Source: an optimization exercise on an open RTL-to-GDS flow (aim: small area, a short achievable clock period and few clock cycles per item). Production flows keep margins and buffers that such runs may drop. Function was checked by simulation only, so behaviour that the tests miss may differ from the original. No activity file was given, so power comes from the tool's default toggle rates.

==> cedar: inputs <==
// farthest_key_eviction_cache_tags_top
module farthest_key_eviction_cache_tags_top (
    input  logic        i_clk,
    input  logic        i_rst_n,
    input  logic        i_req_valid,
    output logic        o_req_ready,
    input  logic [30:0] i_req_line_number,
    output logic        o_rsp_valid,
    input  logic        i_rsp_ready,
    output logic        o_rsp_hit,
    output logic [3:0]  o_rsp_slot,
    output logic        o_rsp_evicted,
    output logic [30:0] o_rsp_evicted_line
);
==> module fkect_ram, before the edit <==
module fkect_ram (
    input  logic                            i_clk,
    input  logic                            i_rst_n,
    input  logic [fkect_pkg::KEY_W-1:0]     i_key_e,
    input  logic [fkect_pkg::CAP-1:0]       i_lt_e,     
    input  logic [fkect_pkg::CAP-1:0]       i_eq_e,     
    input  logic                            i_go,       
    input  logic                            i_down,     
    input  logic                            i_zero_e,   
    input  logic [fkect_pkg::SLOT_W-1:0]    i_slot,     
    input  logic [fkect_pkg::KEY_W-1:0]     i_key_c,
    output logic [fkect_pkg::CAP-1:0]       o_lt_c,     
    output logic [fkect_pkg::CAP-1:0]       o_eq_c,     
    output logic                            o_hit_c,    
    output logic [fkect_pkg::KEY_W-1:0]     o_lo_up,    
    output logic [fkect_pkg::KEY_W-1:0]     o_hi_dn,    
    output logic                            o_lo_k,     
    output logic                            o_lo_n,     
    output logic                            o_hi_k,     
    output logic                            o_hi_p,     
    output logic                            o_full,
    output logic                            o_zero,     
    output logic [fkect_pkg::KEY_W-1:0]     o_lo,
    output logic [fkect_pkg::KEY_W-1:0]     o_hi,
    output logic [fkect_pkg::SLOT_W-1:0]    o_lo_slot,
    output logic [fkect_pkg::SLOT_W-1:0]    o_hi_slot,
    output logic [fkect_pkg::SLOT_W-1:0]    o_hit_slot
);
    localparam int N = fkect_pkg::CAP;
    localparam int W = fkect_pkg::KEY_W;
    localparam int S = fkect_pkg::SLOT_W;
    logic [W-1:0] r_nkey [N];    
    logic [W-1:0] r_key  [N];
    logic [S-1:0] r_slot [N];
    logic [N-1:0] r_v;
    logic         r_zero;
    logic [W-1:0] n_key  [N];    
    logic         zero_next;
    for (genvar i = 0; i < N; i++) begin : g_inv
        assign r_key[i] = ~r_nkey[i];
    end
    assign o_full    = r_v[N-1];
    assign o_zero    = r_zero;
    assign o_lo      = r_zero ? r_key[1] : r_key[0];
    assign o_hi      = r_key[N-1];
    assign o_lo_slot = r_zero ? r_slot[1] : r_slot[0];
    assign o_hi_slot = r_slot[N-1];
    always_comb begin
        o_hit_slot = '0;
        for (int i = 0; i < N; i++) begin
            o_hit_slot = o_hit_slot | (i_eq_e[i] ? r_slot[i] : '0);
        end
    end
    assign zero_next = r_zero || (i_go && i_zero_e);
    always_ff @(posedge i_clk) begin
        if (!i_rst_n) begin
            r_zero <= 1'b0;
            r_v    <= '0;
        end else if (i_go) begin
            r_zero <= zero_next;
            r_v    <= {r_v[N-2:0], 1'b1};
        end
    end
    logic [N-1:0] sel_k, sel_n, sel_p;
    assign o_lo_up = r_zero ? r_key[2] : r_key[1];
    assign o_hi_dn = r_key[N-2];
    assign o_lo_k  = r_zero ? sel_k[1] : (sel_k[0] && !i_zero_e);
    assign o_lo_n  = r_zero ? sel_n[1] : (sel_n[0] && !i_zero_e);
    assign o_hi_k  = sel_k[N-1];
    assign o_hi_p  = sel_p[N-1];
    logic [N-1:0] c_lt, c_eq;
    logic         k_lt, k_eq;
    for (genvar i = 0; i < N; i++) begin : g_cmp
        logic lt, eq;
        fkect_cmp #(.W(W)) u_cmp (.i_a(r_key[i]), .i_b(i_key_c), .o_lt(lt), .o_eq(eq));
        assign c_lt[i] = r_v[i] && lt;
        assign c_eq[i] = r_v[i] && eq;
    end
    fkect_cmp #(.W(W)) u_cmp_k (.i_a(i_key_e), .i_b(i_key_c), .o_lt(k_lt), .o_eq(k_eq));
    logic [N+1:0] lt_x;    
    assign lt_x = {1'b0, i_lt_e, 1'b1};
    assign o_hit_c = |o_eq_c;
    for (genvar i = 0; i < N; i++) begin : g_ent
        logic [W-1:0] prev_key, next_key;
        logic [S-1:0] prev_slot, next_slot;
        logic         prev_lt, next_lt, prev_eq, next_eq;
        logic         take_k, take_prev, take_next;
        logic         s_k, s_p, s_n, s_h;
        if (i == 0) begin : g_lo
            assign prev_key  = '0;
            assign prev_slot = '0;
            assign prev_lt   = 1'b0;
            assign prev_eq   = 1'b0;
        end else begin : g_mid
            assign prev_key  = r_key[i-1];
            assign prev_slot = r_slot[i-1];
            assign prev_lt   = c_lt[i-1];
            assign prev_eq   = c_eq[i-1];
        end
        if (i == N - 1) begin : g_hi
            assign next_key  = '0;
            assign next_slot = '0;
            assign next_lt   = 1'b0;
            assign next_eq   = 1'b0;
        end else begin : g_mid2
            assign next_key  = r_key[i+1];
            assign next_slot = r_slot[i+1];
            assign next_lt   = c_lt[i+1];
            assign next_eq   = c_eq[i+1];
        end
        always_comb begin
            take_k    = 1'b0;
            take_prev = 1'b0;
            take_next = 1'b0;
            if (!i_down) begin
                take_k    = !lt_x[i+1] && lt_x[i];
                take_prev = !lt_x[i];
            end else if (!(i == 0 && r_zero)) begin
                take_next = lt_x[i+2];
                take_k    = lt_x[i+1] && !lt_x[i+2];
            end
        end
        assign s_k = i_go && take_k;
        assign s_p = i_go && take_prev;
        assign s_n = i_go && take_next;
        assign s_h = !(s_k || s_p || s_n);
        assign sel_k[i] = s_k;
        assign sel_n[i] = s_n;
        assign sel_p[i] = s_p;
        assign n_key[i] = ({W{s_k}} & i_key_e)  | ({W{s_p}} & prev_key) |
                          ({W{s_n}} & next_key) | ({W{s_h}} & r_key[i]);
        always_ff @(posedge i_clk) begin
            r_nkey[i] <= ~n_key[i];
            r_slot[i] <= ({S{s_k}} & i_slot)    | ({S{s_p}} & prev_slot) |
                         ({S{s_n}} & next_slot) | ({S{s_h}} & r_slot[i]);
        end
        assign o_lt_c[i] = (s_k && k_lt) || (s_p && prev_lt) || (s_n && next_lt) || (s_h && c_lt[i]);
        assign o_eq_c[i] = (s_k && k_eq) || (s_p && prev_eq) || (s_n && next_eq) || (s_h && c_eq[i]);
    end
endmodule
clock: 4.5 ns
lec_check: 0
cap_margin: 20
core_margin: 2
core_utilization: 40
slew_margin: 20
run.sh (not shown) runs the stock make flow with config.mk's settings and CLKGATE_MAP_FILE= SYNTH_SCRIPT=/design/flow/synth_recipe.tcl, a recipe that flattens the netlist after the stock synthesis.
==> xenon: changes against cedar <==
--- a/flow/design.v
+++ b/flow/design.v
@@ -48,7 +48,7 @@
     end
     assign o_full    = r_v[N-1];
     assign o_zero    = r_zero;
-    assign o_lo      = r_zero ? r_key[1] : r_key[0];
+    assign o_lo      = r_lo;
     assign o_hi      = r_key[N-1];
     assign o_lo_slot = r_zero ? r_slot[1] : r_slot[0];
     assign o_hi_slot = r_slot[N-1];
@@ -69,12 +69,31 @@
         end
     end
     logic [N-1:0] sel_k, sel_n, sel_p;
-    assign o_lo_up = r_zero ? r_key[2] : r_key[1];
+    assign o_lo_up = r_lon;
     assign o_hi_dn = r_key[N-2];
     assign o_lo_k  = r_zero ? sel_k[1] : (sel_k[0] && !i_zero_e);
     assign o_lo_n  = r_zero ? sel_n[1] : (sel_n[0] && !i_zero_e);
     assign o_hi_k  = sel_k[N-1];
     assign o_hi_p  = sel_p[N-1];
+    logic [W-1:0] r_lo, r_lon;
+    logic         lon_k, lon_p, lon_n;
+    assign lon_k = r_zero ? sel_k[2] : (sel_k[1] && !i_zero_e);
+    assign lon_p = r_zero ? sel_p[2] : (sel_p[1] && !i_zero_e);
+    assign lon_n = r_zero ? sel_n[2] : sel_n[1];
+    always_ff @(posedge i_clk) begin
+        if (o_lo_k) begin
+            r_lo <= i_key_e;
+        end else if (o_lo_n) begin
+            r_lo <= r_lon;
+        end
+        if (lon_k) begin
+            r_lon <= i_key_e;
+        end else if (lon_p) begin
+            r_lon <= r_lo;
+        end else if (lon_n) begin
+            r_lon <= r_zero ? r_key[3] : r_key[2];
+        end
+    end
     logic [N-1:0] c_lt, c_eq;
     logic         k_lt, k_eq;
     for (genvar i = 0; i < N; i++) begin : g_cmp
CORE_UTILIZATION = 55   (was 40)
CTS_BUF_LIST = sky130_fd_sc_hd__clkbuf_8   (was default)
CTS_CLUSTER_SIZE = 30   (was default)
SETUP_SLACK_MARGIN = 1.0   (was default)
==> run notes <==
- Between cedar and xenon, the lower count of clock-buffer cells in the layout is in cedar (gap 58).
- In cedar the hold slack is lower than in xenon, by 0.0085 ns.
- Combinational power: xenon is lower than cedar (17%).
- Of cedar and xenon, xenon has the higher sequential share of layout area (gap 1.9 points).
- Register-to-register slack: cedar is lower than xenon (0.72 ns).
- Non-clock buffer count: cedar is lower than xenon (18).
- Against cedar, the global-route usage of xenon is higher by 8.3 points.
- Of xenon and cedar, cedar has the higher critical path depth (gap 5).
- Between cedar and xenon, the lower maximum frequency is in cedar (gap 17%, measured against xenon).
Testbench counts of cedar, summed over its fixed seeds: cycles 16,024, items 16,000.
Testbench counts of xenon, summed over its fixed seeds: cycles 16,024, items 16,000.

==> re-timing with driven ports <==
In the flow no input, the clock included, has a driving cell. The finished layouts below were timed again as built, in two steps.
Step 1: set_driving_cell puts a clkbuf_16 on i_clk and a buf_2 on each other input, an assumption about the parent block.
Step 2 also shifts input and output timing later by t, the mid clock arrival at the registers, as if the neighbouring blocks saw the same clock.
Three values: ideal, step 1, step 2; two values: the first two.
run | t, ns | setup WS [ns] | hold WS [ns] | worst setup path after step 2 | clock arrival spread, ns
cedar | 0.785 | 0.206 / 0.206 / 0.206 | 0.502 / 0.502 / 0.502 | register to register | 0.032 / 0.032
xenon | 0.909 | 0.925 / 0.925 / 0.925 | 0.511 / 0.511 / 0.511 | register to register | 0.038 / 0.038
After both steps setup and hold are still met in every run listed.
